This is an optimization exercise on Yosys and OpenROAD, whose aim is small area, a short achievable clock period and few clock cycles per item, not a production implementation.
Only simulation tests tie the RTL to the original design; equivalence was not proved.
Power figures rest on the tool's default switching activity, not on a simulated workload.

### design/flow/constraint.sdc
create_clock -name core_clock -period 9.0 [get_ports {clk}]
set_input_delay 1.8000 -clock core_clock [delete_from_list [all_inputs] [get_ports {clk}]]
set_output_delay 1.8000 -clock core_clock [all_outputs]
set_load 0.01 [all_outputs]
### design/flow/config.mk
export PLATFORM = sky130hd
export DESIGN_NAME = systolic_top
export DESIGN_NICKNAME = systolic_top
export VERILOG_FILES = /design/flow/design.v
export SDC_FILE = /design/flow/constraint.sdc
export NUM_CORES = 4
export LEC_CHECK = 0
export ABC_AREA = 1
export CAP_MARGIN = 20
export CORE_MARGIN = 2
export CORE_UTILIZATION = 40
export SETUP_SLACK_MARGIN = 5
export SLEW_MARGIN = 20
### design/flow/standard.sh
#!/bin/bash
# synth_recipe.tcl (not shown) runs the flow's synth.tcl, then flattens the netlist and writes it again
# the make line also repeats each setting of config.mk as NAME=value (left out here)
make -C /OpenROAD-flow-scripts/flow DESIGN_CONFIG=/design/flow/config.mk WORK_HOME=/design/flow/orfs CLKGATE_MAP_FILE= SYNTH_SCRIPT=/design/flow/synth_recipe.tcl "${@:-finish}"
### design/flow/design.v
`timescale 1ns/10ps
package systolic_pkg;
    typedef logic signed [16-1:0]   data_t;
    typedef logic signed [8-1:0] weight_t;
    typedef logic signed [32-1:0]  accum_t;
    typedef logic [6-1:0]          wb_addr_t;
    typedef logic [32-1:0]          wb_data_t;
    typedef enum logic [2:0] {
        IDLE,
        CLEAR,
        FEED,
        DRAIN,
        DONE
    } seq_state_t;
endpackage
`timescale 1ns/10ps
module dot2_pp (
    input  logic [15:0] a0,
    input  logic [15:0] a1,
    input  logic [11:0] e0,
    input  logic [11:0] e1,
    output logic [61:0] pp
);
wire p0m0_one;
wire p0m0_two;
wire p0m0_neg;
wire p0m1_one;
wire p0m1_two;
wire p0m1_neg;
wire p0m2_one;
wire p0m2_two;
wire p0m2_neg;
wire p0m3_one;
wire p0m3_two;
wire p0m3_neg;
wire p1m0_one;
wire p1m0_two;
wire p1m0_neg;
wire p1m1_one;
wire p1m1_two;
wire p1m1_neg;
wire p1m2_one;
wire p1m2_two;
wire p1m2_neg;
wire p1m3_one;
wire p1m3_two;
wire p1m3_neg;
wire s1;
wire c2;
wire s3;
wire c4;
wire s5;
wire c6;
wire s7;
wire c8;
wire s9;
wire c10;
wire s11;
wire c12;
wire s13;
wire c14;
wire s15;
wire c16;
wire s17;
wire c18;
wire s19;
wire c20;
wire s21;
wire c22;
wire s23;
wire c24;
wire s25;
wire c26;
wire s27;
wire c28;
wire s29;
wire c30;
wire s31;
wire c32;
wire s33;
wire c34;
wire s35;
wire c36;
wire s37;
wire c38;
wire s39;
wire c40;
wire s41;
wire c42;
wire s43;
wire c44;
wire s45;
wire c46;
wire s47;
wire c48;
wire s49;
wire c50;
wire s51;
wire c52;
wire s53;
wire c54;
wire s55;
wire c56;
wire s57;
wire c58;
wire s59;
wire c60;
wire s61;
wire c62;
wire s63;
wire c64;
wire s65;
wire c66;
wire s67;
wire c68;
wire s69;
wire c70;
wire s71;
wire c72;
wire s73;
wire c74;
wire s75;
wire c76;
wire s77;
wire c78;
wire s79;
wire c80;
wire s81;
wire c82;
wire s83;
wire c84;
wire s85;
wire c86;
wire s87;
wire c88;
wire s89;
wire c90;
wire s91;
wire c92;
wire s93;
wire c94;
wire s95;
wire c96;
wire s97;
wire c98;
wire s99;
wire c100;
wire s101;
wire c102;
wire s103;
wire c104;
wire s105;
wire c106;
wire s107;
wire c108;
wire s109;
wire c110;
wire s111;
wire c112;
wire s113;
wire c114;
wire s115;
wire c116;
wire s117;
wire c118;
wire s119;
wire c120;
wire s121;
wire c122;
wire s123;
wire c124;
wire s125;
wire c126;
wire s127;
wire c128;
wire s129;
wire c130;
wire s131;
wire c132;
wire s133;
wire c134;
wire s135;
wire c136;
wire s137;
wire c138;
wire s139;
wire c140;
wire s141;
wire c142;
wire s143;
wire c144;
wire s145;
wire c146;
wire s147;
wire c148;
wire s149;
wire c150;
wire s151;
wire c152;
wire s153;
wire c154;
wire s155;
wire c156;
wire s157;
wire c158;
wire s159;
wire c160;
wire s161;
wire c162;
wire s163;
wire c164;
wire s165;
wire c166;
wire s167;
wire c168;
wire s169;
wire c170;
wire s171;
wire c172;
wire s173;
wire c174;
assign p0m0_one = e0[0];
assign p0m0_two = e0[1];
assign p0m0_neg = e0[2];
wire [16:0] p0m0_r;
assign p0m0_r[0] = ((p0m0_one & a0[0]) | (p0m0_two & 1'b0)) ^ p0m0_neg;
assign p0m0_r[1] = ((p0m0_one & a0[1]) | (p0m0_two & a0[0])) ^ p0m0_neg;
assign p0m0_r[2] = ((p0m0_one & a0[2]) | (p0m0_two & a0[1])) ^ p0m0_neg;
assign p0m0_r[3] = ((p0m0_one & a0[3]) | (p0m0_two & a0[2])) ^ p0m0_neg;
assign p0m0_r[4] = ((p0m0_one & a0[4]) | (p0m0_two & a0[3])) ^ p0m0_neg;
assign p0m0_r[5] = ((p0m0_one & a0[5]) | (p0m0_two & a0[4])) ^ p0m0_neg;
assign p0m0_r[6] = ((p0m0_one & a0[6]) | (p0m0_two & a0[5])) ^ p0m0_neg;
assign p0m0_r[7] = ((p0m0_one & a0[7]) | (p0m0_two & a0[6])) ^ p0m0_neg;
assign p0m0_r[8] = ((p0m0_one & a0[8]) | (p0m0_two & a0[7])) ^ p0m0_neg;
assign p0m0_r[9] = ((p0m0_one & a0[9]) | (p0m0_two & a0[8])) ^ p0m0_neg;
assign p0m0_r[10] = ((p0m0_one & a0[10]) | (p0m0_two & a0[9])) ^ p0m0_neg;
assign p0m0_r[11] = ((p0m0_one & a0[11]) | (p0m0_two & a0[10])) ^ p0m0_neg;
assign p0m0_r[12] = ((p0m0_one & a0[12]) | (p0m0_two & a0[11])) ^ p0m0_neg;
assign p0m0_r[13] = ((p0m0_one & a0[13]) | (p0m0_two & a0[12])) ^ p0m0_neg;
assign p0m0_r[14] = ((p0m0_one & a0[14]) | (p0m0_two & a0[13])) ^ p0m0_neg;
assign p0m0_r[15] = ((p0m0_one & a0[15]) | (p0m0_two & a0[14])) ^ p0m0_neg;
assign p0m0_r[16] = ((p0m0_one & a0[15]) | (p0m0_two & a0[15])) ^ p0m0_neg;
assign p0m1_one = e0[3];
assign p0m1_two = e0[4];
assign p0m1_neg = e0[5];
wire [16:0] p0m1_r;
assign p0m1_r[0] = ((p0m1_one & a0[0]) | (p0m1_two & 1'b0)) ^ p0m1_neg;
assign p0m1_r[1] = ((p0m1_one & a0[1]) | (p0m1_two & a0[0])) ^ p0m1_neg;
assign p0m1_r[2] = ((p0m1_one & a0[2]) | (p0m1_two & a0[1])) ^ p0m1_neg;
assign p0m1_r[3] = ((p0m1_one & a0[3]) | (p0m1_two & a0[2])) ^ p0m1_neg;
assign p0m1_r[4] = ((p0m1_one & a0[4]) | (p0m1_two & a0[3])) ^ p0m1_neg;
assign p0m1_r[5] = ((p0m1_one & a0[5]) | (p0m1_two & a0[4])) ^ p0m1_neg;
assign p0m1_r[6] = ((p0m1_one & a0[6]) | (p0m1_two & a0[5])) ^ p0m1_neg;
assign p0m1_r[7] = ((p0m1_one & a0[7]) | (p0m1_two & a0[6])) ^ p0m1_neg;
assign p0m1_r[8] = ((p0m1_one & a0[8]) | (p0m1_two & a0[7])) ^ p0m1_neg;
assign p0m1_r[9] = ((p0m1_one & a0[9]) | (p0m1_two & a0[8])) ^ p0m1_neg;
assign p0m1_r[10] = ((p0m1_one & a0[10]) | (p0m1_two & a0[9])) ^ p0m1_neg;
assign p0m1_r[11] = ((p0m1_one & a0[11]) | (p0m1_two & a0[10])) ^ p0m1_neg;
assign p0m1_r[12] = ((p0m1_one & a0[12]) | (p0m1_two & a0[11])) ^ p0m1_neg;
assign p0m1_r[13] = ((p0m1_one & a0[13]) | (p0m1_two & a0[12])) ^ p0m1_neg;
assign p0m1_r[14] = ((p0m1_one & a0[14]) | (p0m1_two & a0[13])) ^ p0m1_neg;
assign p0m1_r[15] = ((p0m1_one & a0[15]) | (p0m1_two & a0[14])) ^ p0m1_neg;
assign p0m1_r[16] = ((p0m1_one & a0[15]) | (p0m1_two & a0[15])) ^ p0m1_neg;
assign p0m2_one = e0[6];
assign p0m2_two = e0[7];
assign p0m2_neg = e0[8];
wire [16:0] p0m2_r;
assign p0m2_r[0] = ((p0m2_one & a0[0]) | (p0m2_two & 1'b0)) ^ p0m2_neg;
assign p0m2_r[1] = ((p0m2_one & a0[1]) | (p0m2_two & a0[0])) ^ p0m2_neg;
assign p0m2_r[2] = ((p0m2_one & a0[2]) | (p0m2_two & a0[1])) ^ p0m2_neg;
assign p0m2_r[3] = ((p0m2_one & a0[3]) | (p0m2_two & a0[2])) ^ p0m2_neg;
assign p0m2_r[4] = ((p0m2_one & a0[4]) | (p0m2_two & a0[3])) ^ p0m2_neg;
assign p0m2_r[5] = ((p0m2_one & a0[5]) | (p0m2_two & a0[4])) ^ p0m2_neg;
assign p0m2_r[6] = ((p0m2_one & a0[6]) | (p0m2_two & a0[5])) ^ p0m2_neg;
assign p0m2_r[7] = ((p0m2_one & a0[7]) | (p0m2_two & a0[6])) ^ p0m2_neg;
assign p0m2_r[8] = ((p0m2_one & a0[8]) | (p0m2_two & a0[7])) ^ p0m2_neg;
assign p0m2_r[9] = ((p0m2_one & a0[9]) | (p0m2_two & a0[8])) ^ p0m2_neg;
assign p0m2_r[10] = ((p0m2_one & a0[10]) | (p0m2_two & a0[9])) ^ p0m2_neg;
assign p0m2_r[11] = ((p0m2_one & a0[11]) | (p0m2_two & a0[10])) ^ p0m2_neg;
assign p0m2_r[12] = ((p0m2_one & a0[12]) | (p0m2_two & a0[11])) ^ p0m2_neg;
assign p0m2_r[13] = ((p0m2_one & a0[13]) | (p0m2_two & a0[12])) ^ p0m2_neg;
assign p0m2_r[14] = ((p0m2_one & a0[14]) | (p0m2_two & a0[13])) ^ p0m2_neg;
assign p0m2_r[15] = ((p0m2_one & a0[15]) | (p0m2_two & a0[14])) ^ p0m2_neg;
assign p0m2_r[16] = ((p0m2_one & a0[15]) | (p0m2_two & a0[15])) ^ p0m2_neg;
assign p0m3_one = e0[9];
assign p0m3_two = e0[10];
assign p0m3_neg = e0[11];
wire [16:0] p0m3_r;
assign p0m3_r[0] = ((p0m3_one & a0[0]) | (p0m3_two & 1'b0)) ^ p0m3_neg;
assign p0m3_r[1] = ((p0m3_one & a0[1]) | (p0m3_two & a0[0])) ^ p0m3_neg;
assign p0m3_r[2] = ((p0m3_one & a0[2]) | (p0m3_two & a0[1])) ^ p0m3_neg;
assign p0m3_r[3] = ((p0m3_one & a0[3]) | (p0m3_two & a0[2])) ^ p0m3_neg;
assign p0m3_r[4] = ((p0m3_one & a0[4]) | (p0m3_two & a0[3])) ^ p0m3_neg;
assign p0m3_r[5] = ((p0m3_one & a0[5]) | (p0m3_two & a0[4])) ^ p0m3_neg;
assign p0m3_r[6] = ((p0m3_one & a0[6]) | (p0m3_two & a0[5])) ^ p0m3_neg;
assign p0m3_r[7] = ((p0m3_one & a0[7]) | (p0m3_two & a0[6])) ^ p0m3_neg;
assign p0m3_r[8] = ((p0m3_one & a0[8]) | (p0m3_two & a0[7])) ^ p0m3_neg;
assign p0m3_r[9] = ((p0m3_one & a0[9]) | (p0m3_two & a0[8])) ^ p0m3_neg;
assign p0m3_r[10] = ((p0m3_one & a0[10]) | (p0m3_two & a0[9])) ^ p0m3_neg;
assign p0m3_r[11] = ((p0m3_one & a0[11]) | (p0m3_two & a0[10])) ^ p0m3_neg;
assign p0m3_r[12] = ((p0m3_one & a0[12]) | (p0m3_two & a0[11])) ^ p0m3_neg;
assign p0m3_r[13] = ((p0m3_one & a0[13]) | (p0m3_two & a0[12])) ^ p0m3_neg;
assign p0m3_r[14] = ((p0m3_one & a0[14]) | (p0m3_two & a0[13])) ^ p0m3_neg;
assign p0m3_r[15] = ((p0m3_one & a0[15]) | (p0m3_two & a0[14])) ^ p0m3_neg;
assign p0m3_r[16] = ((p0m3_one & a0[15]) | (p0m3_two & a0[15])) ^ p0m3_neg;
assign p1m0_one = e1[0];
assign p1m0_two = e1[1];
assign p1m0_neg = e1[2];
wire [16:0] p1m0_r;
assign p1m0_r[0] = ((p1m0_one & a1[0]) | (p1m0_two & 1'b0)) ^ p1m0_neg;
assign p1m0_r[1] = ((p1m0_one & a1[1]) | (p1m0_two & a1[0])) ^ p1m0_neg;
assign p1m0_r[2] = ((p1m0_one & a1[2]) | (p1m0_two & a1[1])) ^ p1m0_neg;
assign p1m0_r[3] = ((p1m0_one & a1[3]) | (p1m0_two & a1[2])) ^ p1m0_neg;
assign p1m0_r[4] = ((p1m0_one & a1[4]) | (p1m0_two & a1[3])) ^ p1m0_neg;
assign p1m0_r[5] = ((p1m0_one & a1[5]) | (p1m0_two & a1[4])) ^ p1m0_neg;
assign p1m0_r[6] = ((p1m0_one & a1[6]) | (p1m0_two & a1[5])) ^ p1m0_neg;
assign p1m0_r[7] = ((p1m0_one & a1[7]) | (p1m0_two & a1[6])) ^ p1m0_neg;
assign p1m0_r[8] = ((p1m0_one & a1[8]) | (p1m0_two & a1[7])) ^ p1m0_neg;
assign p1m0_r[9] = ((p1m0_one & a1[9]) | (p1m0_two & a1[8])) ^ p1m0_neg;
assign p1m0_r[10] = ((p1m0_one & a1[10]) | (p1m0_two & a1[9])) ^ p1m0_neg;
assign p1m0_r[11] = ((p1m0_one & a1[11]) | (p1m0_two & a1[10])) ^ p1m0_neg;
assign p1m0_r[12] = ((p1m0_one & a1[12]) | (p1m0_two & a1[11])) ^ p1m0_neg;
assign p1m0_r[13] = ((p1m0_one & a1[13]) | (p1m0_two & a1[12])) ^ p1m0_neg;
assign p1m0_r[14] = ((p1m0_one & a1[14]) | (p1m0_two & a1[13])) ^ p1m0_neg;
assign p1m0_r[15] = ((p1m0_one & a1[15]) | (p1m0_two & a1[14])) ^ p1m0_neg;
assign p1m0_r[16] = ((p1m0_one & a1[15]) | (p1m0_two & a1[15])) ^ p1m0_neg;
assign p1m1_one = e1[3];
assign p1m1_two = e1[4];
assign p1m1_neg = e1[5];
wire [16:0] p1m1_r;
assign p1m1_r[0] = ((p1m1_one & a1[0]) | (p1m1_two & 1'b0)) ^ p1m1_neg;
assign p1m1_r[1] = ((p1m1_one & a1[1]) | (p1m1_two & a1[0])) ^ p1m1_neg;
assign p1m1_r[2] = ((p1m1_one & a1[2]) | (p1m1_two & a1[1])) ^ p1m1_neg;
assign p1m1_r[3] = ((p1m1_one & a1[3]) | (p1m1_two & a1[2])) ^ p1m1_neg;
assign p1m1_r[4] = ((p1m1_one & a1[4]) | (p1m1_two & a1[3])) ^ p1m1_neg;
assign p1m1_r[5] = ((p1m1_one & a1[5]) | (p1m1_two & a1[4])) ^ p1m1_neg;
assign p1m1_r[6] = ((p1m1_one & a1[6]) | (p1m1_two & a1[5])) ^ p1m1_neg;
assign p1m1_r[7] = ((p1m1_one & a1[7]) | (p1m1_two & a1[6])) ^ p1m1_neg;
assign p1m1_r[8] = ((p1m1_one & a1[8]) | (p1m1_two & a1[7])) ^ p1m1_neg;
assign p1m1_r[9] = ((p1m1_one & a1[9]) | (p1m1_two & a1[8])) ^ p1m1_neg;
assign p1m1_r[10] = ((p1m1_one & a1[10]) | (p1m1_two & a1[9])) ^ p1m1_neg;
assign p1m1_r[11] = ((p1m1_one & a1[11]) | (p1m1_two & a1[10])) ^ p1m1_neg;
assign p1m1_r[12] = ((p1m1_one & a1[12]) | (p1m1_two & a1[11])) ^ p1m1_neg;
assign p1m1_r[13] = ((p1m1_one & a1[13]) | (p1m1_two & a1[12])) ^ p1m1_neg;
assign p1m1_r[14] = ((p1m1_one & a1[14]) | (p1m1_two & a1[13])) ^ p1m1_neg;
assign p1m1_r[15] = ((p1m1_one & a1[15]) | (p1m1_two & a1[14])) ^ p1m1_neg;
assign p1m1_r[16] = ((p1m1_one & a1[15]) | (p1m1_two & a1[15])) ^ p1m1_neg;
assign p1m2_one = e1[6];
assign p1m2_two = e1[7];
assign p1m2_neg = e1[8];
wire [16:0] p1m2_r;
assign p1m2_r[0] = ((p1m2_one & a1[0]) | (p1m2_two & 1'b0)) ^ p1m2_neg;
assign p1m2_r[1] = ((p1m2_one & a1[1]) | (p1m2_two & a1[0])) ^ p1m2_neg;
assign p1m2_r[2] = ((p1m2_one & a1[2]) | (p1m2_two & a1[1])) ^ p1m2_neg;
assign p1m2_r[3] = ((p1m2_one & a1[3]) | (p1m2_two & a1[2])) ^ p1m2_neg;
assign p1m2_r[4] = ((p1m2_one & a1[4]) | (p1m2_two & a1[3])) ^ p1m2_neg;
assign p1m2_r[5] = ((p1m2_one & a1[5]) | (p1m2_two & a1[4])) ^ p1m2_neg;
assign p1m2_r[6] = ((p1m2_one & a1[6]) | (p1m2_two & a1[5])) ^ p1m2_neg;
assign p1m2_r[7] = ((p1m2_one & a1[7]) | (p1m2_two & a1[6])) ^ p1m2_neg;
assign p1m2_r[8] = ((p1m2_one & a1[8]) | (p1m2_two & a1[7])) ^ p1m2_neg;
assign p1m2_r[9] = ((p1m2_one & a1[9]) | (p1m2_two & a1[8])) ^ p1m2_neg;
assign p1m2_r[10] = ((p1m2_one & a1[10]) | (p1m2_two & a1[9])) ^ p1m2_neg;
assign p1m2_r[11] = ((p1m2_one & a1[11]) | (p1m2_two & a1[10])) ^ p1m2_neg;
assign p1m2_r[12] = ((p1m2_one & a1[12]) | (p1m2_two & a1[11])) ^ p1m2_neg;
assign p1m2_r[13] = ((p1m2_one & a1[13]) | (p1m2_two & a1[12])) ^ p1m2_neg;
assign p1m2_r[14] = ((p1m2_one & a1[14]) | (p1m2_two & a1[13])) ^ p1m2_neg;
assign p1m2_r[15] = ((p1m2_one & a1[15]) | (p1m2_two & a1[14])) ^ p1m2_neg;
assign p1m2_r[16] = ((p1m2_one & a1[15]) | (p1m2_two & a1[15])) ^ p1m2_neg;
assign p1m3_one = e1[9];
assign p1m3_two = e1[10];
assign p1m3_neg = e1[11];
wire [16:0] p1m3_r;
assign p1m3_r[0] = ((p1m3_one & a1[0]) | (p1m3_two & 1'b0)) ^ p1m3_neg;
assign p1m3_r[1] = ((p1m3_one & a1[1]) | (p1m3_two & a1[0])) ^ p1m3_neg;
assign p1m3_r[2] = ((p1m3_one & a1[2]) | (p1m3_two & a1[1])) ^ p1m3_neg;
assign p1m3_r[3] = ((p1m3_one & a1[3]) | (p1m3_two & a1[2])) ^ p1m3_neg;
assign p1m3_r[4] = ((p1m3_one & a1[4]) | (p1m3_two & a1[3])) ^ p1m3_neg;
assign p1m3_r[5] = ((p1m3_one & a1[5]) | (p1m3_two & a1[4])) ^ p1m3_neg;
assign p1m3_r[6] = ((p1m3_one & a1[6]) | (p1m3_two & a1[5])) ^ p1m3_neg;
assign p1m3_r[7] = ((p1m3_one & a1[7]) | (p1m3_two & a1[6])) ^ p1m3_neg;
assign p1m3_r[8] = ((p1m3_one & a1[8]) | (p1m3_two & a1[7])) ^ p1m3_neg;
assign p1m3_r[9] = ((p1m3_one & a1[9]) | (p1m3_two & a1[8])) ^ p1m3_neg;
assign p1m3_r[10] = ((p1m3_one & a1[10]) | (p1m3_two & a1[9])) ^ p1m3_neg;
assign p1m3_r[11] = ((p1m3_one & a1[11]) | (p1m3_two & a1[10])) ^ p1m3_neg;
assign p1m3_r[12] = ((p1m3_one & a1[12]) | (p1m3_two & a1[11])) ^ p1m3_neg;
assign p1m3_r[13] = ((p1m3_one & a1[13]) | (p1m3_two & a1[12])) ^ p1m3_neg;
assign p1m3_r[14] = ((p1m3_one & a1[14]) | (p1m3_two & a1[13])) ^ p1m3_neg;
assign p1m3_r[15] = ((p1m3_one & a1[15]) | (p1m3_two & a1[14])) ^ p1m3_neg;
assign p1m3_r[16] = ((p1m3_one & a1[15]) | (p1m3_two & a1[15])) ^ p1m3_neg;
wire nx, na;
assign nx = p0m3_neg ^ p1m3_neg;
assign na = p0m3_neg & p1m3_neg;
assign s1 = p0m0_r[0] ^ p0m0_neg ^ p1m0_r[0];
assign c2 = (p0m0_r[0] & p0m0_neg) | (p0m0_r[0] & p1m0_r[0]) | (p0m0_neg & p1m0_r[0]);
assign s3 = p0m0_r[2] ^ p0m1_r[0] ^ p0m1_neg;
assign c4 = (p0m0_r[2] & p0m1_r[0]) | (p0m0_r[2] & p0m1_neg) | (p0m1_r[0] & p0m1_neg);
assign s5 = p1m0_r[2] ^ p1m1_r[0] ^ p1m1_neg;
assign c6 = (p1m0_r[2] & p1m1_r[0]) | (p1m0_r[2] & p1m1_neg) | (p1m1_r[0] & p1m1_neg);
assign s7 = p0m0_r[3] ^ p0m1_r[1] ^ p1m0_r[3];
assign c8 = (p0m0_r[3] & p0m1_r[1]) | (p0m0_r[3] & p1m0_r[3]) | (p0m1_r[1] & p1m0_r[3]);
assign s9 = p0m0_r[4] ^ p0m1_r[2] ^ p0m2_r[0];
assign c10 = (p0m0_r[4] & p0m1_r[2]) | (p0m0_r[4] & p0m2_r[0]) | (p0m1_r[2] & p0m2_r[0]);
assign s11 = p0m2_neg ^ p1m0_r[4] ^ p1m1_r[2];
assign c12 = (p0m2_neg & p1m0_r[4]) | (p0m2_neg & p1m1_r[2]) | (p1m0_r[4] & p1m1_r[2]);
assign s13 = p0m0_r[5] ^ p0m1_r[3] ^ p0m2_r[1];
assign c14 = (p0m0_r[5] & p0m1_r[3]) | (p0m0_r[5] & p0m2_r[1]) | (p0m1_r[3] & p0m2_r[1]);
assign s15 = p1m0_r[5] ^ p1m1_r[3] ^ p1m2_r[1];
assign c16 = (p1m0_r[5] & p1m1_r[3]) | (p1m0_r[5] & p1m2_r[1]) | (p1m1_r[3] & p1m2_r[1]);
assign s17 = p0m0_r[6] ^ p0m1_r[4] ^ p0m2_r[2];
assign c18 = (p0m0_r[6] & p0m1_r[4]) | (p0m0_r[6] & p0m2_r[2]) | (p0m1_r[4] & p0m2_r[2]);
assign s19 = p0m3_r[0] ^ p1m0_r[6] ^ p1m1_r[4];
assign c20 = (p0m3_r[0] & p1m0_r[6]) | (p0m3_r[0] & p1m1_r[4]) | (p1m0_r[6] & p1m1_r[4]);
assign s21 = p1m2_r[2] ^ p1m3_r[0] ^ nx;
assign c22 = (p1m2_r[2] & p1m3_r[0]) | (p1m2_r[2] & nx) | (p1m3_r[0] & nx);
assign s23 = p0m0_r[7] ^ p0m1_r[5] ^ p0m2_r[3];
assign c24 = (p0m0_r[7] & p0m1_r[5]) | (p0m0_r[7] & p0m2_r[3]) | (p0m1_r[5] & p0m2_r[3]);
assign s25 = p0m3_r[1] ^ p1m0_r[7] ^ p1m1_r[5];
assign c26 = (p0m3_r[1] & p1m0_r[7]) | (p0m3_r[1] & p1m1_r[5]) | (p1m0_r[7] & p1m1_r[5]);
assign s27 = p1m2_r[3] ^ p1m3_r[1] ^ na;
assign c28 = (p1m2_r[3] & p1m3_r[1]) | (p1m2_r[3] & na) | (p1m3_r[1] & na);
assign s29 = p0m0_r[8] ^ p0m1_r[6] ^ p0m2_r[4];
assign c30 = (p0m0_r[8] & p0m1_r[6]) | (p0m0_r[8] & p0m2_r[4]) | (p0m1_r[6] & p0m2_r[4]);
assign s31 = p0m3_r[2] ^ p1m0_r[8] ^ p1m1_r[6];
assign c32 = (p0m3_r[2] & p1m0_r[8]) | (p0m3_r[2] & p1m1_r[6]) | (p1m0_r[8] & p1m1_r[6]);
assign s33 = p0m0_r[9] ^ p0m1_r[7] ^ p0m2_r[5];
assign c34 = (p0m0_r[9] & p0m1_r[7]) | (p0m0_r[9] & p0m2_r[5]) | (p0m1_r[7] & p0m2_r[5]);
assign s35 = p0m3_r[3] ^ p1m0_r[9] ^ p1m1_r[7];
assign c36 = (p0m3_r[3] & p1m0_r[9]) | (p0m3_r[3] & p1m1_r[7]) | (p1m0_r[9] & p1m1_r[7]);
assign s37 = p0m0_r[10] ^ p0m1_r[8] ^ p0m2_r[6];
assign c38 = (p0m0_r[10] & p0m1_r[8]) | (p0m0_r[10] & p0m2_r[6]) | (p0m1_r[8] & p0m2_r[6]);
assign s39 = p0m3_r[4] ^ p1m0_r[10] ^ p1m1_r[8];
assign c40 = (p0m3_r[4] & p1m0_r[10]) | (p0m3_r[4] & p1m1_r[8]) | (p1m0_r[10] & p1m1_r[8]);
assign s41 = p0m0_r[11] ^ p0m1_r[9] ^ p0m2_r[7];
assign c42 = (p0m0_r[11] & p0m1_r[9]) | (p0m0_r[11] & p0m2_r[7]) | (p0m1_r[9] & p0m2_r[7]);
assign s43 = p0m3_r[5] ^ p1m0_r[11] ^ p1m1_r[9];
assign c44 = (p0m3_r[5] & p1m0_r[11]) | (p0m3_r[5] & p1m1_r[9]) | (p1m0_r[11] & p1m1_r[9]);
assign s45 = p0m0_r[12] ^ p0m1_r[10] ^ p0m2_r[8];
assign c46 = (p0m0_r[12] & p0m1_r[10]) | (p0m0_r[12] & p0m2_r[8]) | (p0m1_r[10] & p0m2_r[8]);
assign s47 = p0m3_r[6] ^ p1m0_r[12] ^ p1m1_r[10];
assign c48 = (p0m3_r[6] & p1m0_r[12]) | (p0m3_r[6] & p1m1_r[10]) | (p1m0_r[12] & p1m1_r[10]);
assign s49 = p0m0_r[13] ^ p0m1_r[11] ^ p0m2_r[9];
assign c50 = (p0m0_r[13] & p0m1_r[11]) | (p0m0_r[13] & p0m2_r[9]) | (p0m1_r[11] & p0m2_r[9]);
assign s51 = p0m3_r[7] ^ p1m0_r[13] ^ p1m1_r[11];
assign c52 = (p0m3_r[7] & p1m0_r[13]) | (p0m3_r[7] & p1m1_r[11]) | (p1m0_r[13] & p1m1_r[11]);
assign s53 = p0m0_r[14] ^ p0m1_r[12] ^ p0m2_r[10];
assign c54 = (p0m0_r[14] & p0m1_r[12]) | (p0m0_r[14] & p0m2_r[10]) | (p0m1_r[12] & p0m2_r[10]);
assign s55 = p0m3_r[8] ^ p1m0_r[14] ^ p1m1_r[12];
assign c56 = (p0m3_r[8] & p1m0_r[14]) | (p0m3_r[8] & p1m1_r[12]) | (p1m0_r[14] & p1m1_r[12]);
assign s57 = p0m0_r[15] ^ p0m1_r[13] ^ p0m2_r[11];
assign c58 = (p0m0_r[15] & p0m1_r[13]) | (p0m0_r[15] & p0m2_r[11]) | (p0m1_r[13] & p0m2_r[11]);
assign s59 = p0m3_r[9] ^ p1m0_r[15] ^ p1m1_r[13];
assign c60 = (p0m3_r[9] & p1m0_r[15]) | (p0m3_r[9] & p1m1_r[13]) | (p1m0_r[15] & p1m1_r[13]);
assign s61 = ~p0m0_r[16] ^ p0m1_r[14] ^ p0m2_r[12];
assign c62 = (~p0m0_r[16] & p0m1_r[14]) | (~p0m0_r[16] & p0m2_r[12]) | (p0m1_r[14] & p0m2_r[12]);
assign s63 = p0m3_r[10] ^ ~p1m0_r[16] ^ p1m1_r[14];
assign c64 = (p0m3_r[10] & ~p1m0_r[16]) | (p0m3_r[10] & p1m1_r[14]) | (~p1m0_r[16] & p1m1_r[14]);
assign s65 = p0m1_r[15] ^ p0m2_r[13] ^ p0m3_r[11];
assign c66 = (p0m1_r[15] & p0m2_r[13]) | (p0m1_r[15] & p0m3_r[11]) | (p0m2_r[13] & p0m3_r[11]);
assign s67 = p1m1_r[15] ^ p1m2_r[13] ^ p1m3_r[11];
assign c68 = (p1m1_r[15] & p1m2_r[13]) | (p1m1_r[15] & p1m3_r[11]) | (p1m2_r[13] & p1m3_r[11]);
assign s69 = ~p0m1_r[16] ^ p0m2_r[14] ^ p0m3_r[12];
assign c70 = (~p0m1_r[16] & p0m2_r[14]) | (~p0m1_r[16] & p0m3_r[12]) | (p0m2_r[14] & p0m3_r[12]);
assign s71 = ~p1m1_r[16] ^ p1m2_r[14] ^ p1m3_r[12];
assign c72 = (~p1m1_r[16] & p1m2_r[14]) | (~p1m1_r[16] & p1m3_r[12]) | (p1m2_r[14] & p1m3_r[12]);
assign s73 = p0m2_r[15] ^ p0m3_r[13] ^ p1m2_r[15];
assign c74 = (p0m2_r[15] & p0m3_r[13]) | (p0m2_r[15] & p1m2_r[15]) | (p0m3_r[13] & p1m2_r[15]);
assign s75 = ~p0m2_r[16] ^ p0m3_r[14] ^ ~p1m2_r[16];
assign c76 = (~p0m2_r[16] & p0m3_r[14]) | (~p0m2_r[16] & ~p1m2_r[16]) | (p0m3_r[14] & ~p1m2_r[16]);
assign s77 = ~p0m3_r[16] ^ ~p1m3_r[16] ^ 1'b1;
assign c78 = (~p0m3_r[16] & ~p1m3_r[16]) | (~p0m3_r[16] & 1'b1) | (~p1m3_r[16] & 1'b1);
assign s79 = p0m0_r[1] ^ p1m0_r[1] ^ c2;
assign c80 = (p0m0_r[1] & p1m0_r[1]) | (p0m0_r[1] & c2) | (p1m0_r[1] & c2);
assign s81 = p1m1_r[1] ^ c4 ^ c6;
assign c82 = (p1m1_r[1] & c4) | (p1m1_r[1] & c6) | (c4 & c6);
assign s83 = p1m2_r[0] ^ p1m2_neg ^ c8;
assign c84 = (p1m2_r[0] & p1m2_neg) | (p1m2_r[0] & c8) | (p1m2_neg & c8);
assign s85 = c10 ^ c12 ^ s13;
assign c86 = (c10 & c12) | (c10 & s13) | (c12 & s13);
assign s87 = c14 ^ c16 ^ s17;
assign c88 = (c14 & c16) | (c14 & s17) | (c16 & s17);
assign s89 = c18 ^ c20 ^ c22;
assign c90 = (c18 & c20) | (c18 & c22) | (c20 & c22);
assign s91 = s23 ^ s25 ^ s27;
assign c92 = (s23 & s25) | (s23 & s27) | (s25 & s27);
assign s93 = p1m2_r[4] ^ p1m3_r[2] ^ c24;
assign c94 = (p1m2_r[4] & p1m3_r[2]) | (p1m2_r[4] & c24) | (p1m3_r[2] & c24);
assign s95 = c26 ^ c28 ^ s29;
assign c96 = (c26 & c28) | (c26 & s29) | (c28 & s29);
assign s97 = p1m2_r[5] ^ p1m3_r[3] ^ c30;
assign c98 = (p1m2_r[5] & p1m3_r[3]) | (p1m2_r[5] & c30) | (p1m3_r[3] & c30);
assign s99 = c32 ^ s33 ^ s35;
assign c100 = (c32 & s33) | (c32 & s35) | (s33 & s35);
assign s101 = p1m2_r[6] ^ p1m3_r[4] ^ c34;
assign c102 = (p1m2_r[6] & p1m3_r[4]) | (p1m2_r[6] & c34) | (p1m3_r[4] & c34);
assign s103 = c36 ^ s37 ^ s39;
assign c104 = (c36 & s37) | (c36 & s39) | (s37 & s39);
assign s105 = p1m2_r[7] ^ p1m3_r[5] ^ c38;
assign c106 = (p1m2_r[7] & p1m3_r[5]) | (p1m2_r[7] & c38) | (p1m3_r[5] & c38);
assign s107 = c40 ^ s41 ^ s43;
assign c108 = (c40 & s41) | (c40 & s43) | (s41 & s43);
assign s109 = p1m2_r[8] ^ p1m3_r[6] ^ c42;
assign c110 = (p1m2_r[8] & p1m3_r[6]) | (p1m2_r[8] & c42) | (p1m3_r[6] & c42);
assign s111 = c44 ^ s45 ^ s47;
assign c112 = (c44 & s45) | (c44 & s47) | (s45 & s47);
assign s113 = p1m2_r[9] ^ p1m3_r[7] ^ c46;
assign c114 = (p1m2_r[9] & p1m3_r[7]) | (p1m2_r[9] & c46) | (p1m3_r[7] & c46);
assign s115 = c48 ^ s49 ^ s51;
assign c116 = (c48 & s49) | (c48 & s51) | (s49 & s51);
assign s117 = p1m2_r[10] ^ p1m3_r[8] ^ c50;
assign c118 = (p1m2_r[10] & p1m3_r[8]) | (p1m2_r[10] & c50) | (p1m3_r[8] & c50);
assign s119 = c52 ^ s53 ^ s55;
assign c120 = (c52 & s53) | (c52 & s55) | (s53 & s55);
assign s121 = p1m2_r[11] ^ p1m3_r[9] ^ c54;
assign c122 = (p1m2_r[11] & p1m3_r[9]) | (p1m2_r[11] & c54) | (p1m3_r[9] & c54);
assign s123 = c56 ^ s57 ^ s59;
assign c124 = (c56 & s57) | (c56 & s59) | (s57 & s59);
assign s125 = p1m2_r[12] ^ p1m3_r[10] ^ c58;
assign c126 = (p1m2_r[12] & p1m3_r[10]) | (p1m2_r[12] & c58) | (p1m3_r[10] & c58);
assign s127 = c60 ^ s61 ^ s63;
assign c128 = (c60 & s61) | (c60 & s63) | (s61 & s63);
assign s129 = 1'b1 ^ c62 ^ c64;
assign c130 = (1'b1 & c62) | (1'b1 & c64) | (c62 & c64);
assign s131 = 1'b1 ^ c66 ^ c68;
assign c132 = (1'b1 & c66) | (1'b1 & c68) | (c66 & c68);
assign s133 = p1m3_r[13] ^ c70 ^ c72;
assign c134 = (p1m3_r[13] & c70) | (p1m3_r[13] & c72) | (c70 & c72);
assign s135 = p1m3_r[14] ^ 1'b1 ^ c74;
assign c136 = (p1m3_r[14] & 1'b1) | (p1m3_r[14] & c74) | (1'b1 & c74);
assign s137 = p0m3_r[15] ^ p1m3_r[15] ^ c76;
assign c138 = (p0m3_r[15] & p1m3_r[15]) | (p0m3_r[15] & c76) | (p1m3_r[15] & c76);
assign s139 = s3 ^ s5 ^ c80;
assign c140 = (s3 & s5) | (s3 & c80) | (s5 & c80);
assign s141 = s9 ^ s11 ^ c82;
assign c142 = (s9 & s11) | (s9 & c82) | (s11 & c82);
assign s143 = s15 ^ c84 ^ s85;
assign c144 = (s15 & c84) | (s15 & s85) | (c84 & s85);
assign s145 = s19 ^ s21 ^ c86;
assign c146 = (s19 & s21) | (s19 & c86) | (s21 & c86);
assign s147 = c88 ^ s89 ^ s91;
assign c148 = (c88 & s89) | (c88 & s91) | (s89 & s91);
assign s149 = s31 ^ c90 ^ c92;
assign c150 = (s31 & c90) | (s31 & c92) | (c90 & c92);
assign s151 = c94 ^ c96 ^ s97;
assign c152 = (c94 & c96) | (c94 & s97) | (c96 & s97);
assign s153 = c98 ^ c100 ^ s101;
assign c154 = (c98 & c100) | (c98 & s101) | (c100 & s101);
assign s155 = c102 ^ c104 ^ s105;
assign c156 = (c102 & c104) | (c102 & s105) | (c104 & s105);
assign s157 = c106 ^ c108 ^ s109;
assign c158 = (c106 & c108) | (c106 & s109) | (c108 & s109);
assign s159 = c110 ^ c112 ^ s113;
assign c160 = (c110 & c112) | (c110 & s113) | (c112 & s113);
assign s161 = c114 ^ c116 ^ s117;
assign c162 = (c114 & c116) | (c114 & s117) | (c116 & s117);
assign s163 = c118 ^ c120 ^ s121;
assign c164 = (c118 & c120) | (c118 & s121) | (c120 & s121);
assign s165 = c122 ^ c124 ^ s125;
assign c166 = (c122 & c124) | (c122 & s125) | (c124 & s125);
assign s167 = s65 ^ s67 ^ c126;
assign c168 = (s65 & s67) | (s65 & c126) | (s67 & c126);
assign s169 = s69 ^ s71 ^ c130;
assign c170 = (s69 & s71) | (s69 & c130) | (s71 & c130);
assign s171 = s73 ^ c132 ^ s133;
assign c172 = (s73 & c132) | (s73 & s133) | (c132 & s133);
assign s173 = s75 ^ c134 ^ s135;
assign c174 = (s75 & c134) | (s75 & s135) | (c134 & s135);
assign pp[0] = p1m0_neg;
assign pp[1] = s1;
assign pp[2] = s79;
assign pp[3] = s139;
assign pp[4] = s7;
assign pp[5] = s81;
assign pp[6] = c140;
assign pp[7] = s83;
assign pp[8] = s141;
assign pp[9] = c142;
assign pp[10] = s143;
assign pp[11] = s87;
assign pp[12] = c144;
assign pp[13] = s145;
assign pp[14] = c146;
assign pp[15] = s147;
assign pp[16] = s93;
assign pp[17] = s95;
assign pp[18] = c148;
assign pp[19] = s149;
assign pp[20] = s99;
assign pp[21] = c150;
assign pp[22] = s151;
assign pp[23] = s103;
assign pp[24] = c152;
assign pp[25] = s153;
assign pp[26] = s107;
assign pp[27] = c154;
assign pp[28] = s155;
assign pp[29] = s111;
assign pp[30] = c156;
assign pp[31] = s157;
assign pp[32] = s115;
assign pp[33] = c158;
assign pp[34] = s159;
assign pp[35] = s119;
assign pp[36] = c160;
assign pp[37] = s161;
assign pp[38] = s123;
assign pp[39] = c162;
assign pp[40] = s163;
assign pp[41] = s127;
assign pp[42] = c164;
assign pp[43] = s165;
assign pp[44] = c128;
assign pp[45] = s129;
assign pp[46] = c166;
assign pp[47] = s167;
assign pp[48] = s131;
assign pp[49] = c168;
assign pp[50] = s169;
assign pp[51] = c170;
assign pp[52] = s171;
assign pp[53] = c172;
assign pp[54] = s173;
assign pp[55] = c136;
assign pp[56] = s137;
assign pp[57] = c174;
assign pp[58] = s77;
assign pp[59] = c138;
assign pp[60] = c78;
assign pp[61] = 1'b1;
endmodule
module dot2_fin (
    input  logic [61:0] pp,
    output logic [24:0] sum
);
logic [24:0] r0, r1;
wire s175;
wire c176;
wire s177;
wire c178;
wire s179;
wire c180;
wire s181;
wire c182;
wire s183;
wire c184;
wire s185;
wire c186;
wire s187;
wire c188;
wire s189;
wire c190;
wire s191;
wire c192;
wire s193;
wire c194;
wire s195;
wire c196;
wire s197;
wire c198;
wire s199;
wire c200;
wire s201;
wire c202;
wire s203;
wire c204;
wire s205;
wire c206;
wire s207;
wire c208;
wire s209;
wire c210;
wire s211;
wire c212;
wire s213;
wire c214;
wire s215;
wire c216;
wire s217;
wire c218;
wire s219;
wire c220;
wire s221;
wire c222;
wire s223;
wire c224;
wire s225;
wire c226;
wire s227;
wire c228;
wire s229;
wire c230;
wire s231;
wire c232;
wire s233;
wire c234;
wire s235;
wire c236;
assign s175 = pp[16] ^ pp[17];
assign c176 = pp[16] & pp[17];
assign s177 = pp[20] ^ pp[21];
assign c178 = pp[20] & pp[21];
assign s179 = pp[23] ^ pp[24];
assign c180 = pp[23] & pp[24];
assign s181 = pp[26] ^ pp[27];
assign c182 = pp[26] & pp[27];
assign s183 = pp[29] ^ pp[30];
assign c184 = pp[29] & pp[30];
assign s185 = pp[32] ^ pp[33];
assign c186 = pp[32] & pp[33];
assign s187 = pp[35] ^ pp[36];
assign c188 = pp[35] & pp[36];
assign s189 = pp[38] ^ pp[39];
assign c190 = pp[38] & pp[39];
assign s191 = pp[41] ^ pp[42];
assign c192 = pp[41] & pp[42];
assign s193 = pp[44] ^ pp[45] ^ pp[46];
assign c194 = (pp[44] & pp[45]) | (pp[44] & pp[46]) | (pp[45] & pp[46]);
assign s195 = pp[48] ^ pp[49];
assign c196 = pp[48] & pp[49];
assign s197 = pp[4] ^ pp[5];
assign c198 = pp[4] & pp[5];
assign s199 = pp[7] ^ pp[8];
assign c200 = pp[7] & pp[8];
assign s201 = pp[9] ^ pp[10];
assign c202 = pp[9] & pp[10];
assign s203 = pp[11] ^ pp[12] ^ pp[13];
assign c204 = (pp[11] & pp[12]) | (pp[11] & pp[13]) | (pp[12] & pp[13]);
assign s205 = pp[14] ^ pp[15];
assign c206 = pp[14] & pp[15];
assign s207 = pp[18] ^ pp[19] ^ s175;
assign c208 = (pp[18] & pp[19]) | (pp[18] & s175) | (pp[19] & s175);
assign s209 = pp[22] ^ c176 ^ s177;
assign c210 = (pp[22] & c176) | (pp[22] & s177) | (c176 & s177);
assign s211 = pp[25] ^ c178 ^ s179;
assign c212 = (pp[25] & c178) | (pp[25] & s179) | (c178 & s179);
assign s213 = pp[28] ^ c180 ^ s181;
assign c214 = (pp[28] & c180) | (pp[28] & s181) | (c180 & s181);
assign s215 = pp[31] ^ c182 ^ s183;
assign c216 = (pp[31] & c182) | (pp[31] & s183) | (c182 & s183);
assign s217 = pp[34] ^ c184 ^ s185;
assign c218 = (pp[34] & c184) | (pp[34] & s185) | (c184 & s185);
assign s219 = pp[37] ^ c186 ^ s187;
assign c220 = (pp[37] & c186) | (pp[37] & s187) | (c186 & s187);
assign s221 = pp[40] ^ c188 ^ s189;
assign c222 = (pp[40] & c188) | (pp[40] & s189) | (c188 & s189);
assign s223 = pp[43] ^ c190 ^ s191;
assign c224 = (pp[43] & c190) | (pp[43] & s191) | (c190 & s191);
assign s225 = pp[47] ^ c192 ^ s193;
assign c226 = (pp[47] & c192) | (pp[47] & s193) | (c192 & s193);
assign s227 = pp[50] ^ c194 ^ s195;
assign c228 = (pp[50] & c194) | (pp[50] & s195) | (c194 & s195);
assign s229 = pp[51] ^ pp[52] ^ c196;
assign c230 = (pp[51] & pp[52]) | (pp[51] & c196) | (pp[52] & c196);
assign s231 = pp[53] ^ pp[54];
assign c232 = pp[53] & pp[54];
assign s233 = pp[55] ^ pp[56] ^ pp[57];
assign c234 = (pp[55] & pp[56]) | (pp[55] & pp[57]) | (pp[56] & pp[57]);
assign s235 = pp[58] ^ pp[59];
assign c236 = pp[58] & pp[59];
assign r0[0] = pp[0];
assign r1[0] = pp[1];
assign r0[1] = pp[2];
assign r1[1] = 1'b0;
assign r0[2] = pp[3];
assign r1[2] = 1'b0;
assign r0[3] = pp[6];
assign r1[3] = s197;
assign r0[4] = c198;
assign r1[4] = s199;
assign r0[5] = c200;
assign r1[5] = s201;
assign r0[6] = c202;
assign r1[6] = s203;
assign r0[7] = c204;
assign r1[7] = s205;
assign r0[8] = c206;
assign r1[8] = s207;
assign r0[9] = c208;
assign r1[9] = s209;
assign r0[10] = c210;
assign r1[10] = s211;
assign r0[11] = c212;
assign r1[11] = s213;
assign r0[12] = c214;
assign r1[12] = s215;
assign r0[13] = c216;
assign r1[13] = s217;
assign r0[14] = c218;
assign r1[14] = s219;
assign r0[15] = c220;
assign r1[15] = s221;
assign r0[16] = c222;
assign r1[16] = s223;
assign r0[17] = c224;
assign r1[17] = s225;
assign r0[18] = c226;
assign r1[18] = s227;
assign r0[19] = c228;
assign r1[19] = s229;
assign r0[20] = c230;
assign r1[20] = s231;
assign r0[21] = c232;
assign r1[21] = s233;
assign r0[22] = c234;
assign r1[22] = s235;
assign r0[23] = pp[60];
assign r1[23] = c236;
assign r0[24] = pp[61];
assign r1[24] = 1'b0;
assign sum = r0 + r1;
endmodule
`timescale 1ns/10ps
module systolic_top (
    input  logic        clk,
    input  logic        rst_n,
    input  logic        wb_cyc,
    input  logic        wb_stb,
    input  logic        wb_we,
    input  logic [5:0]  wb_adr,
    input  logic [31:0] wb_dat_w,
    output logic [31:0] wb_dat_r,
    output logic        wb_ack
);
    logic [15:0] ax [2];
    logic [15:0] ay [2];
    logic [11:0] bu [2];
    logic [11:0] bv [2];
    logic [11:0] b_enc;
    logic [24:0] c_ring [4];
    logic        c_vld;
    logic        busy;
    logic        done;
    logic [1:0]  run_cnt;
    logic [1:0]  k;
    logic        k0_n, k1_n;
    logic        access;
    logic        wr_en;
    logic        start;
    logic [24:0] rd_d;
    logic [24:0] rd_q;
    assign access = wb_cyc && wb_stb && !wb_ack;
    assign wr_en  = access && wb_we && !busy;
    assign start  = wr_en && (wb_adr == 6'd8) && wb_dat_w[0];
    always_ff @(posedge clk or negedge rst_n) begin
        if (!rst_n) begin
            wb_ack <= 1'b0;
        end else begin
            wb_ack <= access;
        end
    end
    assign k0_n = ~k[0];
    assign k1_n = k[1] ^ k[0];
    logic wr_a, wr_b;
    assign wr_a = wr_en && (wb_adr[5:2] == 4'd0);
    assign wr_b = wr_en && (wb_adr[5:2] == 4'd1);
    function automatic logic [11:0] booth_enc(input logic [7:0] b);
        logic [8:0] x;
        x = {b, 1'b0};
        for (int m = 0; m < 4; m++) begin
            booth_enc[3*m]   = x[2*m+1] ^ x[2*m];
            booth_enc[3*m+1] = (x[2*m+2] & ~x[2*m+1] & ~x[2*m]) | (~x[2*m+2] & x[2*m+1] & x[2*m]);
            booth_enc[3*m+2] = x[2*m+2];
        end
    endfunction
    function automatic logic [7:0] booth_dec(input logic [11:0] e);
        for (int m = 0; m < 4; m++) begin
            booth_dec[2*m+1] = e[3*m+2];
            booth_dec[2*m]   = e[3*m] ^ ((m == 0) ? 1'b0 : e[3*m-1]);
        end
    endfunction
    assign b_enc = booth_enc(wb_dat_w[7:0]);
    for (genvar p = 0; p < 2; p++) begin : g_ring
        logic wa_x, wa_y, wb_u, wb_v;
        assign wa_x = wr_a && (wb_adr[1] == (1'(p) ^ k0_n)) && !wb_adr[0];
        assign wa_y = wr_a && (wb_adr[1] == (1'(p) ^ k0_n)) &&  wb_adr[0];
        assign wb_u = wr_b && (wb_adr[0] == (1'(p) ^ k1_n)) && !wb_adr[1];
        assign wb_v = wr_b && (wb_adr[0] == (1'(p) ^ k1_n)) &&  wb_adr[1];
        always_ff @(posedge clk or negedge rst_n) begin
            if (!rst_n) begin
                ax[p] <= '0;
                ay[p] <= '0;
                bu[p] <= '0;
                bv[p] <= '0;
            end else begin
                ax[p] <= wa_x ? wb_dat_w[15:0] : ax[1-p];
                ay[p] <= wa_y ? wb_dat_w[15:0] : ay[1-p];
                bu[p] <= wb_u ? b_enc : (k[0] ? bu[1-p] : bu[p]);
                bv[p] <= wb_v ? b_enc : (k[0] ? bv[1-p] : bv[p]);
            end
        end
    end
    always_ff @(posedge clk or negedge rst_n) begin
        if (!rst_n) begin
            busy    <= 1'b0;
            done    <= 1'b0;
            c_vld   <= 1'b0;
            run_cnt <= '0;
            k       <= '0;
        end else begin
            k <= k + 2'd1;
            if (start) begin
                busy    <= 1'b1;
                done    <= 1'b0;
                c_vld   <= 1'b1;
                run_cnt <= '0;
            end else if (busy) begin
                run_cnt <= run_cnt + 2'd1;
                if (run_cnt == 2'd2) begin
                    busy <= 1'b0;
                    done <= 1'b1;
                end
            end
        end
    end
    logic [61:0] pp;
    logic [61:0] pp_q;
    logic [24:0] sum;
    dot2_pp u_pp (
        .a0 (ax[0]),
        .a1 (ay[0]),
        .e0 (bu[0]),
        .e1 (bv[0]),
        .pp (pp)
    );
    always_ff @(posedge clk) begin
        pp_q <= pp;
    end
    dot2_fin u_fin (
        .pp  (pp_q),
        .sum (sum)
    );
    always_ff @(posedge clk) begin
        c_ring[0] <= (start || busy) ? sum : c_ring[3];
        c_ring[1] <= c_ring[0];
        c_ring[2] <= c_ring[1];
        c_ring[3] <= c_ring[2];
    end
    logic       hi_a, hi_b, hi_c;
    logic [1:0] sel_x, sel_y, sel_u, sel_v;
    logic [3:0] sel_c;
    logic       sel_s;
    assign hi_a  = wb_adr[5:2] == 4'd0;
    assign hi_b  = wb_adr[5:2] == 4'd1;
    assign hi_c  = (wb_adr[5:2] == 4'd3) && c_vld;
    assign sel_s = wb_adr == 6'd9;
    for (genvar p = 0; p < 2; p++) begin : g_rsel
        assign sel_x[p] = hi_a && !wb_adr[0] && (wb_adr[1] == (1'(p) ^ k[0]));
        assign sel_y[p] = hi_a &&  wb_adr[0] && (wb_adr[1] == (1'(p) ^ k[0]));
        assign sel_u[p] = hi_b && !wb_adr[1] && (wb_adr[0] == (1'(p) ^ k[1]));
        assign sel_v[p] = hi_b &&  wb_adr[1] && (wb_adr[0] == (1'(p) ^ k[1]));
    end
    for (genvar p = 0; p < 4; p++) begin : g_csel
        logic [1:0] q;
        assign q = k - 2'(p) - 2'd2;
        assign sel_c[p] = hi_c && (wb_adr[1:0] == {q[0], q[1]});
    end
    always_comb begin
        rd_d = {23'd0, sel_s && done, sel_s && busy};
        for (int p = 0; p < 2; p++) begin
            rd_d = rd_d
                 | ({25{sel_x[p]}} & {{9{ax[p][15]}}, ax[p]})
                 | ({25{sel_y[p]}} & {{9{ay[p][15]}}, ay[p]})
                 | ({25{sel_u[p]}} & {{17{bu[p][11]}}, booth_dec(bu[p])})
                 | ({25{sel_v[p]}} & {{17{bv[p][11]}}, booth_dec(bv[p])});
        end
        for (int p = 0; p < 4; p++) begin
            rd_d = rd_d | ({25{sel_c[p]}} & c_ring[p]);
        end
    end
    always_ff @(posedge clk) begin
        rd_q <= rd_d;
    end
    assign wb_dat_r = {{7{rd_q[24]}}, rd_q};
endmodule
### design/flow/flow/run.sh
#!/bin/bash
# The standard layout (the standard.sh, unchanged synthesis), with
#  - a clock tree of mid-size buffers, clusters of up to 16 flip-flops and no
#    dummy balancing loads,
#  - plain buf_4 cells as the port buffers.
# Each tool's log is under orfs/logs; make's output goes to flow.log.
set -euo pipefail
MARGIN=${MARGIN:-6}
bash standard.sh SETUP_SLACK_MARGIN=$MARGIN \
  "CTS_ARGS=-sink_clustering_enable -repair_clock_nets -sink_clustering_size 16 -sink_clustering_max_diameter 60 -buf_list sky130_fd_sc_hd__clkbuf_8 -dont_use_dummy_load" \
  "BUFFER_PORTS_ARGS=-buffer_cell sky130_fd_sc_hd__buf_4" \
  finish > flow.log 2>&1
==> run notes <==
==> cells by family after synthesis <==
group,after synthesis,synth area share (%)
xor+xnor,158,8.042
fa+ha+maj,139,13.87
buf+inv,421,9.526
flops,306,38.16
mux,1,0.05679
simple gates,886,21.42
compound gates,280,8.922
==> cell type report <==
type                            instances  area, um2
Clock buffer                           29      399.1
Inverter                              323       1324
Tap cell                              585      732.0
Sequential cell                       306       6736
Timing Repair Buffer                  124       1022
Fill cell                            4293      23560
Multi-Input combinational cell       1470       9498
==> state kept, by name, summed over array words and instances, names as in the netlist, 2 cells and up <==
name	flops
ax	32
bv	24
rd_q	25
bu	24
run_cnt	2
k	2
c_ring	100
pp_q	61
ay	32
==> power by group through the flow <==
stage | Combinational, mW | Sequential, mW | Clock, mW
finish | 0.788 | 1.54 | 0.747
global route | 0.891 | 1.55 | 0.805
CTS | 0.773 | 1.54 | 0.757
detailed placement | 0.762 | 1.56 | 0
global placement | 0.748 | 1.56 | 0
floorplan | 0.530 | 1.54 | 0
==> worst paths after layout <==
check | slack (ns) | endpoint | cells after the start
max in group asynchronous | 6.42 | k[0] | 2
min reg2reg | 0.30 | c_ring[1][24] | 0
min in group asynchronous | 1.21 | ay[0][9] | 1
max | 6.00 | rd_q[24] | 12
max reg2reg | 6.01 | pp_q[15] | 8
min | 0.30 | c_ring[1][24] | 0
==> worst max-delay path, cell delays in order <==
cell and delay (ns):
buf_4 0.11, inv_1 0.04, nand2_1 0.14, nor3_4 0.32, buf_4 0.19, buf_4 0.10
nand3_2 0.15, inv_2 0.14, nand2_1 0.10, nand2_4 0.17, nor2_2 0.12, nand3_1 0.09
==> synthesized netlist by cell type, types with 2 or more instances <==
master / number
nand2_1: 483
inv_1: 288
nand3_1: 254
dfxtp_1: 186
xor2_1: 144
o21ai_0: 125
o22ai_1: 125
dfrtp_1: 120
nor2_1: 106
fa_1: 94
ha_1: 45
clkbuf_1: 32
clkinv_1: 31
buf_2: 28
a21oi_1: 22
buf_1: 21
buf_4: 17
nand4_1: 13
xnor2_1: 11
nand3b_1: 5
and2_1: 4
inv_2: 4
nand3_2: 4
nor2_2: 4
nor3_1: 4
or2_2: 4
nand2_2: 3
o211ai_1: 3
a31oi_1: 2
o21bai_1: 2
xor2_2: 2
==> routing by layer <==
layer / vias up / share of wire, % / GRT usage, % / routed length, um
met4: 0 / 3.9 / 8.625 / 2205
met1: 7361 / 43 / 32.83 / 24300
met2: 693 / 46 / 38.12 / 25970
met5: - / 0 / 0 / 0
met3: 137 / 7.7 / 3.266 / 4360
li1: 7073 / - / - / -
==> repair_timing <==
action / CTS / global route
resized for setup: 45 / 47
cloned: 2 / 5
setup endpoints to repair: 180 / 165
setup buffers: 17 / 34
pin swaps: 2 / 8
==> per-stage QoR <==
stage	std cells	cell area [um2]	utilization [%]	power (mW)
floorplan	2191	17690	-	2.072
global placement	2749	18480	42.71	2.308
detailed placement	2750	18490	42.74	2.326
CTS	2798	19200	44.37	3.067
global route	2837	19710	45.56	3.246
finish	2837	19710	45.56	3.075
==> results.sh <==
export IMPL_run_status="complete, no violations"
export IMPL_grt_pass1_vias=14560
export IMPL_insertedDiodeCount=0
export IMPL_initial_core_util_pct=40.74
export IMPL_netlist_instances=2191
export IMPL_synth_nets=2373
export IMPL_period_share_pct=33.29
export IMPL_overflow=0
export IMPL_die_area_um2=45760
export IMPL_gr_usage_all_layers_pct=23.77
export IMPL_grt_pass1_wl_mm=85.66
export IMPL_worst_path_max_fanout=5
export IMPL_ys_ff_latch=306
export IMPL_vias=15260
export IMPL_syn2layout_area_growth_pct=11.83
export IMPL_ant_nets=0
export IMPL_comb_power_share_pct=25.6
export IMPL_hold_viol=0
export IMPL_die_w_um=213.9
export IMPL_maxSlewViolCount=0
export IMPL_rsz0062_at_grt="true"
export IMPL_place_gp_congestion=0.9068
export IMPL_drt_initial_drc_count=1632
export IMPL_worstSetupStartpointType="primary input"
export IMPL_criticalPathCategory="primary input to register"
export IMPL_r2r_start="bu[0][6]"
export IMPL_first_pass_iters=5
export IMPL_power_per_cell_area_nw_per_um2=156.0
export IMPL_synthArstFlopShare_pct=39.22
export IMPL_critPathLaunch="wb_adr[4]"
export IMPL_irDropWorstVdd_v=0.0001191
export IMPL_tightest_slew_ns=0.8017
export IMPL_final_nets=2436
export IMPL_io_buffers=59
export IMPL_min_from="c_ring[0][24]"
export IMPL_clk_pin_slew_ns=0.09
export IMPL_ctsHoldBuffers=0
export IMPL_p_clk_share_pct=24.3
export IMPL_clk_latency_ns=0.67
export IMPL_final_min_clock_period_ns=2.996
export IMPL_synth_area_leaders="dfxtp_1 (21%), dfrtp_1 (17%), fa_1 (11%), nand2_1 (10%), nand3_1 (7.2%)"
export IMPL_numClockSinks=306
export IMPL_pwr_share_seq_pct=50.1
export IMPL_synthFlopType="dfxtp_1"
export IMPL_cts_root_buf="clkbuf_8"
export IMPL_switching_share_pct=33.69
export IMPL_power_internal_mw=2.039
export IMPL_yosysSeqAreaShare_pct=38.16
export IMPL_drive_gt1_share_pct=10.88
export IMPL_dp_hpwl_mm=39.52
export IMPL_p_sw_mw=1.036
export IMPL_clockBufferDepth=3
export IMPL_worstSetupEndpointType="register"
export IMPL_hp_class="register to register"
export IMPL_htree_levels=1
export IMPL_antenna_found_initial=0
export IMPL_wl_per_cell_um=20.03
export IMPL_final_cell_mix="nand2_1 (474), inv_1 (269), nand3_1 (251)"
export IMPL_netlist_area_leader_share_pct=21.12
export IMPL_dp_worst_setup_slack_ns=4.798
export IMPL_via_per_inst=5.380
export IMPL_synth_area_per_cell_um2=8.045
export IMPL_synth_edf_count=0
export IMPL_synth_top_area_cell="dfxtp_1"
export IMPL_relSlewSlack_pct=46.55
export IMPL_p_leak_nw=9.751
export IMPL_wl_mm=56.83
export IMPL_tns_ns=0
export IMPL_arrival_ns=3.49
export IMPL_timing_final_ws_setup_ns=6.004
export IMPL_coreArea_um2=43270
export IMPL_max_freq_mhz=333.8
export IMPL_synthesis_area_um2=17630
export IMPL_grt_max_degree=62
export IMPL_die_height_um=213.9
export IMPL_route_detailed_drc=0
export IMPL_pin_count=76
export IMPL_ys_types=36
export IMPL_cts_tree="done"
export IMPL_rows=76
export IMPL_ys_warn_count=11
export IMPL_clock_skew_ns=0.1087
export IMPL_cap_violations=0
export IMPL_holdWs_ns=0.3002
export IMPL_layout_commonest_cell="nand2_1"
export IMPL_finalSetupViolCount=0
export IMPL_numCtsBuffers=29
export IMPL_required_ns=9.50
Testbench counts, summed over its fixed seeds: cycles 11,520, jobs 384.

==> re-timing with driven ports <==
How much do the figures lean on ideal ports? The routed layout below was timed once more, with nothing changed but the port constraints.
Step 1 assumes that a clkbuf_16 drives the clock port and a buf_2 every other input.
Step 2 moves the port delays by t, midway between the first and last clock arrival at a register: inputs arrive t later, outputs are due t later. That takes back most of the time a late clock gives input paths.
a / b / c = no drivers / after step 1 / after step 2; a / b = the first two.
shift t [ns]: 0.665
setup WS [ns]: 6.004 / 5.987 / 5.367
worst data-port slew with drivers (ns): 0.04
After both steps setup and hold are still met in this run. For this run, drivers alone change the setup slack by -0.017 ns; drivers and shift together by -0.637 ns.
